Background: an optimization exercise with open tools, aiming at small area, a short achievable clock period and few clock cycles. Do not read the settings as production practice. Where RTL was checked, it was by simulation tests only, not by an equivalence proof against the original. For run 2, only the layout was checked, not whether the RTL still works.

==> flow/design.v, too long to show whole: its modules and the start of the top module <==
// module mat_vec_sequencer: 1218 lines
module mat_vec_sequencer #(
    parameter int FRAC_BITS = 16,
    parameter int DIM_W     = 8
) (
    input  logic             clk,
    input  logic             reset,
    input  logic             start,
    input  logic [DIM_W-1:0] m_dim,
    input  logic [DIM_W-1:0] n_dim,
    input  logic             transpose,
    output logic             mat_read,
    output logic [DIM_W-1:0] mat_m_addr,
    output logic [DIM_W-1:0] mat_n_addr,
    output logic             mat_tr,
    input  logic [31:0]      mat_data,
    output logic [DIM_W-1:0] vec_addr,
    input  logic [31:0]      vec_data,
    output logic             y_valid,
    input  logic             y_ready,
    output logic [DIM_W-1:0] y_addr,
    output logic [31:0]      y_data,
    output logic             busy,
    output logic             done
);
  // ...
==> flow/flow/run.sh <==
#!/bin/bash
# The standard layout (standard.sh) with these changes:
# - synthesis: flow/synth.tcl, which is synth_recipe.tcl with Yosys's generic abc pass before
#   full-adder extraction skipped (-noabc, so extract_fa sees the adder trees as written and
#   puts no inverters between full adders) and an area-oriented final mapping
#   (flow/abc_area.script); registers are untouched;
# - port buffers are buf_2 rather than the delay buffer buffer_ports picks by itself;
# - clock tree: larger sink clusters and no dummy loads.
export FLOW_FLOW_ABC_SCRIPT=$PWD/flow/abc_area.script
bash standard.sh SYNTH_SCRIPT=$PWD/flow/synth.tcl SYNTH_ARGS=-noabc SETUP_SLACK_MARGIN=${MARGIN:-8.8} \
  "BUFFER_PORTS_ARGS=-buffer_cell sky130_fd_sc_hd__buf_2" \
  "CTS_ARGS=-sink_clustering_enable -repair_clock_nets -dont_use_dummy_load -sink_clustering_size 24 -sink_clustering_max_diameter 120" \
  finish > standard.log 2>&1
==> flow/flow/abc_area.script <==
&get -n
&st
&dch -f
&nf -a
&put
topo
stime -c
==> flow/flow/synth.tcl <==
proc synth {args} { yosys synth -nofsm -noshare {*}$args }
proc abc {args} {
  set i [lsearch $args -script]
  if {$i >= 0} { lset args [expr {$i + 1}] $::env(FLOW_FLOW_ABC_SCRIPT) }
  yosys abc {*}$args
}
source $::env(SCRIPTS_DIR)/synth.tcl
# left out here: clear keep_hierarchy, flatten, clean up, hide names made inside functions, write 1_2_yosys.v
==> flow/standard.sh <==
#!/bin/bash
# synth_recipe.tcl (not shown) runs the flow's synth.tcl, then flattens the netlist and writes it again
# the make line also repeats each setting of config.mk as NAME=value (left out here)
make -C /OpenROAD-flow-scripts/flow DESIGN_CONFIG=/design/flow/config.mk WORK_HOME=/design/flow/orfs CLKGATE_MAP_FILE= SYNTH_SCRIPT=/design/flow/synth_recipe.tcl "${@:-finish}"
==> flow/config.mk <==
export PLATFORM = sky130hd
export DESIGN_NAME = mat_vec_sequencer
export DESIGN_NICKNAME = mat_vec_sequencer
export VERILOG_FILES = /design/flow/design.v
export SDC_FILE = /design/flow/constraint.sdc
export NUM_CORES = 4
export LEC_CHECK = 0
export ABC_AREA = 1
export CAP_MARGIN = 20
export CORE_MARGIN = 2
export CORE_UTILIZATION = 40
export SLEW_MARGIN = 20
export TNS_END_PERCENT = 5
==> flow/constraint.sdc <==
create_clock -name core_clock -period 12.0 [get_ports {clk}]
set_input_delay 2.4000 -clock core_clock [delete_from_list [all_inputs] [get_ports {clk}]]
set_output_delay 2.4000 -clock core_clock [all_outputs]
set_load 0.01 [all_outputs]
==> summary.txt, run 1 <==
met2 routed WL=44100 um; worst skew pair latency=0.57 ns; #MultiIn Comb=1901; CTS Sinks=between 200 and 300; busiest grt layer=met2; met3 usage=0.0584; cts-stage hold buffer count=0; Diodes inserted=8; Die Ht=between 200 and 300 um; dpl hpwl=56200 um; maxcap violations=0; Post-Syn Instances=~2300; Clk pin slew, worst setup/hold paths=~0.10 ns; post-synthesis adder-cell area fraction=0.357; post-layout util=0.508; crit path max fanout=2; clock buffer depth=3; vias in the first global route=around 22000; Layout non-clock buf frac=0.125; crit path capture type=output port; share of cells above drive strength 1=0.229; compound-gate portion of the synthesized area=0.138; status=finished clean; Ys Warns=1; Root Driver=clkbuf_16
Testbench counts, summed over its fixed seeds: cycles 39,365.
==> run 2, diff against run 1 <==
--- a/flow/design.v
+++ b/flow/design.v
@@ -100,17 +100,16 @@
         if (go)        ya <= '0;
         else if (xfer) ya <= ya_inc;
     end
     logic [31:0] an_r, acc;
     logic [15:0] bon, btn, bn;
     logic [32:0] vb;
     assign vb = {vec_data, 1'b0};
     logic [107:0] hb;
-    logic [15:0] lb;
     logic        ck;
     logic [32:0] aen;
     assign aen = {an_r[31], an_r};
     logic [32:0] pp0;
     logic [32:0] pp1;
     logic [32:0] pp2;
     logic [32:0] pp3;
     logic [32:0] pp4;
@@ -882,19 +881,19 @@
     wire bs739 = bc720 ^ bc722 ^ bc724;
     wire bc740 = (bc720 & bc722) | (bc720 & bc724) | (bc722 & bc724);
     wire bs741 = bs733 ^ bs735 ^ bs737;
     wire bc742 = (bs733 & bs735) | (bs733 & bs737) | (bs735 & bs737);
     wire bs743 = bc726 ^ bc728 ^ bs739;
     wire bc744 = (bc726 & bc728) | (bc726 & bs739) | (bc728 & bs739);
     wire bs745 = bs741 ^ bc730 ^ bs743;
     wire bc746 = (bs741 & bc730) | (bs741 & bs743) | (bc730 & bs743);
-    logic [8:0] lsum;
-    assign lsum = {1'b0, {bs21, bs15, bs9, bs5, bc2, pp1[0], pp0[1], pp0[0]}} + {1'b0, {bs23, bs17, bs11, bs7, bs3, bs1, 1'b0, bn[0]}};
-    wire ck_n = lsum[8];
+    logic [16:0] lsum;
+    assign lsum = {1'b0, {bc98, bc84, bs81, bc60, bc50, bs47, bs37, bc24, bs21, bs15, bs9, bs5, bc2, pp1[0], pp0[1], pp0[0]}} + {1'b0, {bs111, bs97, bs83, bs71, bs59, bs49, bs39, bs31, bs23, bs17, bs11, bs7, bs3, bs1, 1'b0, bn[0]}};
+    wire ck_n = lsum[16];
     logic [107:0] hb_n;
     assign hb_n[0] = bs123;
     assign hb_n[1] = bs125;
     assign hb_n[2] = bc110;
     assign hb_n[3] = bc112;
     assign hb_n[4] = bc126;
     assign hb_n[5] = bs139;
     assign hb_n[6] = bc140;
@@ -994,46 +993,27 @@
     assign hb_n[100] = bs715;
     assign hb_n[101] = bc704;
     assign hb_n[102] = bc702;
     assign hb_n[103] = bs717;
     assign hb_n[104] = bc718;
     assign hb_n[105] = bs731;
     assign hb_n[106] = bc732;
     assign hb_n[107] = bs745;
-    logic [15:0] lb_n;
-    assign lb_n[0] = bc24;
-    assign lb_n[1] = bs31;
-    assign lb_n[2] = bs37;
-    assign lb_n[3] = bs39;
-    assign lb_n[4] = bs47;
-    assign lb_n[5] = bs49;
-    assign lb_n[6] = bc50;
-    assign lb_n[7] = bs59;
-    assign lb_n[8] = bc60;
-    assign lb_n[9] = bs71;
-    assign lb_n[10] = bs81;
-    assign lb_n[11] = bs83;
-    assign lb_n[12] = bc84;
-    assign lb_n[13] = bs97;
-    assign lb_n[14] = bc98;
-    assign lb_n[15] = bs111;
     logic [31:0] acc_in;
     assign acc_in = acc & {32{nfB}};
-    logic [9:0] csum;
-    assign csum = {1'b0, {lb[14], lb[12], lb[10], lb[8], lb[6], lb[4], lb[2], lb[0]}, 1'b1} + {1'b0, {lb[15], lb[13], lb[11], lb[9], lb[7], lb[5], lb[3], lb[1]}, ck};
-    wire c16 = csum[9];
+    wire c16 = ck;
     wire ms747 = hb[0] ^ hb[1] ^ hb[2];
     wire mc748 = (hb[0] & hb[1]) | (hb[0] & hb[2]) | (hb[1] & hb[2]);
-    wire ms749 = hb[3] ^ acc_in[0] ^ ms747;
-    wire mc750 = (hb[3] & acc_in[0]) | (hb[3] & ms747) | (acc_in[0] & ms747);
+    wire ms749 = hb[3] ^ c16 ^ acc_in[0];
+    wire mc750 = (hb[3] & c16) | (hb[3] & acc_in[0]) | (c16 & acc_in[0]);
     wire ms751 = hb[4] ^ hb[5] ^ acc_in[1];
     wire mc752 = (hb[4] & hb[5]) | (hb[4] & acc_in[1]) | (hb[5] & acc_in[1]);
-    wire ms753 = mc748 ^ ms751;
-    wire mc754 = mc748 & ms751;
+    wire ms753 = mc748 ^ mc750;
+    wire mc754 = mc748 & mc750;
     wire ms755 = hb[6] ^ hb[7] ^ acc_in[2];
     wire mc756 = (hb[6] & hb[7]) | (hb[6] & acc_in[2]) | (hb[7] & acc_in[2]);
     wire ms757 = mc752 ^ ms755;
     wire mc758 = mc752 & ms755;
     wire ms759 = hb[8] ^ hb[9] ^ hb[10];
     wire mc760 = (hb[8] & hb[9]) | (hb[8] & hb[10]) | (hb[9] & hb[10]);
     wire ms761 = hb[11] ^ acc_in[3] ^ ms759;
     wire mc762 = (hb[11] & acc_in[3]) | (hb[11] & ms759) | (acc_in[3] & ms759);
@@ -1187,26 +1167,25 @@
     wire mc910 = (hb[104] & hb[105]) | (hb[104] & acc_in[30]) | (hb[105] & acc_in[30]);
     wire ms911 = mc904 ^ ms909 ^ mc906;
     wire mc912 = (mc904 & ms909) | (mc904 & mc906) | (ms909 & mc906);
     wire ms913 = hb[106] ^ hb[107] ^ acc_in[31];
     wire mc914 = (hb[106] & hb[107]) | (hb[106] & acc_in[31]) | (hb[107] & acc_in[31]);
     wire ms915 = mc910 ^ ms913;
     wire mc916 = mc910 & ms913;
     logic [31:0] acc_n;
-    assign acc_n = {mc912, mc908, mc902, mc896, mc892, mc886, mc880, mc874, mc870, mc864, mc858, mc852, mc846, mc840, mc834, mc828, mc822, mc816, mc810, mc804, mc798, mc794, mc788, mc784, mc778, mc774, mc768, mc764, ms761, mc754, mc750, c16} + {ms915, ms911, ms907, ms901, ms895, ms891, ms885, ms879, ms873, ms869, ms863, ms857, ms851, ms845, ms839, ms833, ms827, ms821, ms815, ms809, ms803, ms797, ms793, ms787, ms783, ms777, ms773, ms767, ms763, ms757, ms753, ms749};
+    assign acc_n = {mc912, mc908, mc902, mc896, mc892, mc886, mc880, mc874, mc870, mc864, mc858, mc852, mc846, mc840, mc834, mc828, mc822, mc816, mc810, mc804, mc798, mc794, mc788, mc784, mc778, mc774, mc768, mc764, ms761, mc754, ms751, ms747} + {ms915, ms911, ms907, ms901, ms895, ms891, ms885, ms879, ms873, ms869, ms863, ms857, ms851, ms845, ms839, ms833, ms827, ms821, ms815, ms809, ms803, ms797, ms793, ms787, ms783, ms777, ms773, ms767, ms763, ms757, ms753, ms749};
     always_ff @(posedge clk) begin
         an_r <= ~mat_data;
         for (int i = 0; i < 16; i++) begin
             bon[i] <= ~(vb[2*i+1] ^ vb[2*i]);
             btn[i] <= ~((vb[2*i+2] & ~vb[2*i+1] & ~vb[2*i]) | (~vb[2*i+2] & vb[2*i+1] & vb[2*i]));
             bn[i] <= vb[2*i+2];
         end
         hb  <= hb_n;
-            lb <= lb_n;
         ck  <= ck_n;
         if (!blocked) acc <= acc_n;
     end
     assign mat_read   = rd_q;
     assign mat_m_addr = r;
     assign mat_n_addr = c;
     assign vec_addr   = c;
     assign mat_tr     = tr;
==> flow/flow/run.sh (replaced) <==
#!/bin/bash
# The standard layout (standard.sh) with these changes:
# - Yosys's generic abc pass before full-adder extraction is skipped (-noabc), so extract_fa
#   sees the adder trees as written and does not put inverters between full adders;
# - port buffers are buf_2 rather than the delay buffer buffer_ports picks by itself;
# - clock tree: larger sink clusters and no dummy loads.
# Registers are untouched by all of them.
bash standard.sh SYNTH_ARGS=-noabc SETUP_SLACK_MARGIN=${MARGIN:-8.8} \
  "BUFFER_PORTS_ARGS=-buffer_cell sky130_fd_sc_hd__buf_2" \
  "CTS_ARGS=-sink_clustering_enable -repair_clock_nets -dont_use_dummy_load -sink_clustering_size 24 -sink_clustering_max_diameter 120" \
  finish > standard.log 2>&1
--- a/flow/config.mk
+++ b/flow/config.mk
@@ -5,9 +5,9 @@
 export SDC_FILE = /design/flow/constraint.sdc
 export NUM_CORES = 4
 export LEC_CHECK = 0
 export ABC_AREA = 1
 export CAP_MARGIN = 20
 export CORE_MARGIN = 2
 export CORE_UTILIZATION = 40
 export SLEW_MARGIN = 20
-export TNS_END_PERCENT = 5
+export TNS_END_PERCENT = 0
removed: flow/flow/abc_area.script
removed: flow/flow/synth.tcl
==> summary.txt, run 2 <==
status=finished clean (unchanged); first-pass GRT wire length=139000 um (was 132000 um); CP required=12.46 ns (was 9.60 ns); htree depth=1 (unchanged); CTS tree=built (unchanged); most frequent cells in the layout=xor2_1 (479), o22ai_1 (434), fa_1 (399), nand2_1 (339), inv_1 (263) (was xor2_1 (478), o22ai_1 (419), fa_1 (378), buf_2 (153), dfxtp_1 (151)); GP Congestion=0.910 (was 0.919); Yosys top cell by area=fa_1 (unchanged); Clk pin slew, worst setup/hold paths=0.10 ns (about the same); Core ar.=69900 um^2 (was 64500 um^2); sequential area share after synthesis=0.221 (was 0.251); Hold Path Sink=lA$_DFF_P_ (unchanged); Final Cell Area=31000 um^2 (was 32700 um^2); Post-synth ARST share=0.0321 (was 0.0304); mux contribution to synthesized area=0 (was 0.00691); clock buffer depth=3 (unchanged); Detailed Routing Iterations Pass 1=9 (was 8); commonest non-fill, non-tap cell in the layout=xor2_1 (unchanged); syn_nets=3589 (was 2868); cts bufs inserted=17 (unchanged); Final Net Count=3592 (was 3275); Critical Path Source Type=flip-flop (unchanged); hold path depth=0 (unchanged); die area=72600 um^2 (was 67200 um^2); Largest register FFs=108 (unchanged); final worst slack=8.17 ns (was 8.34 ns); worst r2r src=an_r[14]$_DFF_P_ (was hb[22]$_DFF_P_); Top reg by flops=hb (unchanged); slowest CP cell=fa_1 (was edfxtp_1); Cell Area, Synth=28200 um^2 (was 26100 um^2); dpl hpwl=62100 um (was 56200 um); RSZ-0062 raised after global routing=yes (unchanged); crit path time final=3.83 ns (was 3.66 ns); maxcap violations=0 (unchanged); initial antenna violation count=2 (was 6); DIE WIDTH=269 um (was 259 um); Area Overhead vs Synth=10.0% (was 25.5%); Final Max Slew Viols=0 (unchanged); biggest registers after layout=hb (108), acc (32), an_r (32) (unchanged); worst path cell trace=buf_12, o22ai_4, xor2_2, fa_2, fa_2, fa_1, fa_1, ha_4, ha_4, nand2_1, inv_1, nand3_2, inv_1, a21oi_1, nand2_1 (was buf_2); DRC=0 (unchanged); compound-gate portion of the synthesized area=0.132 (was 0.138); GRT met1 Usage=0.331 (was 0.333); met3 usage=0.0708 (was 0.0584); Overall Global Routing Usage=0.246 (was 0.256); Syn Area/Cell=9.38 um^2 (was 11.4 um^2); simple-gate share of the synthesized area=0.0833 (was 0.0387); Die Ht=269 um (was 259 um); Netlist cell types=39 (was 44); XOR/XNOR Fraction of Synth Area=0.160 (was 0.195); final worst path period share=0.319 (was 0.305); post-place setup slack=7.59 ns (was 7.87 ns); top cells by count, synth=xor2_1 (481), o22ai_1 (438), fa_1 (403) (was xor2_1 (486), o22ai_1 (446), fa_1 (403)); crit path max fanout=16 (was 2); slowest stage delay, CP=0.57 ns (was 0.52 ns); routed vias=22400 (was 23100); hold crit path type=flip-flop to flip-flop (unchanged); Cell Count Post-Placement=3900 (was 3294); Hold Crit Start=l1$_DFF_P_ (unchanged); actual slew at the worst max-slew pin=0.975 ns (was 0.973 ns); GR Util met2=0.377 (was 0.397); main area contributors after synthesis=fa_1 (29%), dfxtp_1 (15%), xor2_1 (15%) (was fa_1 (31%), dfxtp_1 (18%), xor2_1 (16%)); worst clock skew=0.0465 ns (was 0.0587 ns); Worst Hold Slack=0.335 ns (was 0.270 ns); Critical Path AT=4.29 ns (was 1.26 ns); crit path capture type=flip-flop (was output port); Ys Warns=1 (unchanged); r2r setup slk=8.17 ns (was 8.38 ns); vias in the first global route=22500 (was 22200); post-layout util=0.443 (was 0.508); worst path bufs/invs=3 (was 1); Port-buffer cells=153 (unchanged); fin cells=3945 (was 3550); starting density of the core=0.403 (was 0.404); number of synthesized flops with an enable pin=57 (unchanged); Wirelength per Cell=23.2 um (was 30.0 um); r2r endpoint=ck$_DFF_P_ (was acc[25]$_DFFE_PN_); Post-synth top flop=dfxtp_1 (unchanged); Root Driver=clkbuf_16 (unchanged); worst skew pair latency=0.55 ns (was 0.57 ns); post-synthesis adder-cell area fraction=0.330 (was 0.357); critical path type=flip-flop to flip-flop (was flip-flop to output port); Max-Slew Margin vs Limit=0.350 (about the same); fmax=261 MHz (was 273 MHz); Post-Syn Instances=3003 (was 2282); largest net degree at the start of global routing=35 (unchanged); share of cells above drive strength 1=0.112 (was 0.229); post-synth top area share=0.286 (was 0.309); initial DRC count=2258 (was 3192); count leader, synth=xor2_1 (unchanged); main combinational cell family by area after synthesis=adder cells (unchanged); reg2reg path depth=15 (was 11); family with the most delay on the worst path=adder cells (was flip-flops); final wirelength=91500 um (was 107000 um); busiest grt layer=met2 (unchanged); Post-DRT Antenna Nets=0 (unchanged); I/O pin cnt=154 (unchanged); GRT overflow=0 (unchanged); CTS Sinks=280 (was 296); TNS Setup=0 ns (unchanged); setup violators final=0 (unchanged); Area after DPL=29600 um^2 (was 28200 um^2); number of synthesized register bits=280 (was 296); vias per cell=5.68 (was 6.50); Site Rows=97 (was 93); final hold violation count=0 (unchanged)
[run 2: worst max-delay path by stage]
stage	cells past startpoint	slack, ns	from	to
2_1_floorplan	16	8.30	bon[0]$_DFF_P_	ck$_DFF_P_
3_3_place_gp	6	7.65	start	r[3]$_DFFE_PP_
3_5_place_dp	6	7.59	start	r[3]$_DFFE_PP_
4_1_cts	15	8.20	an_r[12]$_DFF_P_	ck$_DFF_P_
5_1_grt	15	8.03	an_r[14]$_DFF_P_	ck$_DFF_P_
6_report	15	8.17	an_r[14]$_DFF_P_	ck$_DFF_P_
[run 2: layer usage]
metal  share of wire  vias up
met5         0.00024        -
met4           0.046        4
met3            0.12      308
met2            0.43     1474
met1            0.41    10700
li1                -     9900
[run 2: repair_timing]
action                                  in CTS  in global routing
hold buffers                                 0                  0
gates resized for setup                     93                 21
pin swaps                                    2                  4
buffers inserted                            14                  0
cloned                                      11                  2
endpoints found under the setup margin     213                210
[run 2: cell type report]
cell class / count / area (um^2)
repair buffers: 246 / 2140
well taps: 940 / 1180
inverters: 266 / 1000
diodes: 1 / 2.50
multi-input cells: 2195 / 20000
clock buffers: 17 / 425
fillers: 6745 / 38900
flip-flops and latches: 280 / 6290
[run 2: logic make-up after synthesis]
kind of cell,after synthesis
flip-flops,280
AO/OA/AOI/OAI,618
AND/OR/NAND/NOR,562
adder cells (fa/ha/maj),501
buffers and inverters,528
XOR/XNOR,514
[run 2: worst reg2reg max path, stage by stage, from the launching register on]
cell and delay [ns]:
dfxtp_4 0.38, buf_12 0.17, o22ai_4 0.20, xor2_2 0.19, fa_2 0.47, fa_2 0.41, fa_1 0.57, fa_1 0.46
ha_4 0.30, ha_4 0.19, nand2_1 0.08, inv_1 0.06, nand3_2 0.07, inv_1 0.05, a21oi_1 0.13, nand2_1 0.06

## separate check: timing with driven ports
How much do the figures lean on ideal ports? The routed layouts below were timed once more, with nothing changed but the port constraints. Step 1 (the two cells are an assumption about what drives the block):
set clk [get_ports {clk}]
set_driving_cell -lib_cell sky130_fd_sc_hd__clkbuf_16 $clk
set_driving_cell -lib_cell sky130_fd_sc_hd__buf_2 [delete_from_list [all_inputs] $clk]
Step 2, shift: input delay + t, output delay - t, t = (earliest + latest rising clock arrival at the registers) / 2. This alone moves slack from input paths to output paths. a / b / c = ideal / step 1 / step 2; a / b = the first two.
| run | t (ns) | setup slack, ns | worst register clock-pin slew, ns |
|---|---|---|---|
| run 1 | 0.597 | 8.340 / 8.283 / 8.343 | 0.11 / 0.11 |
| run 2 | 0.595 | 8.167 / 8.167 / 8.032 | 0.10 / 0.10 |
After both steps every run listed still meets setup and hold. For run 2, which loses most, drivers alone change the setup slack by 0.000 ns; drivers and shift together by -0.135 ns.
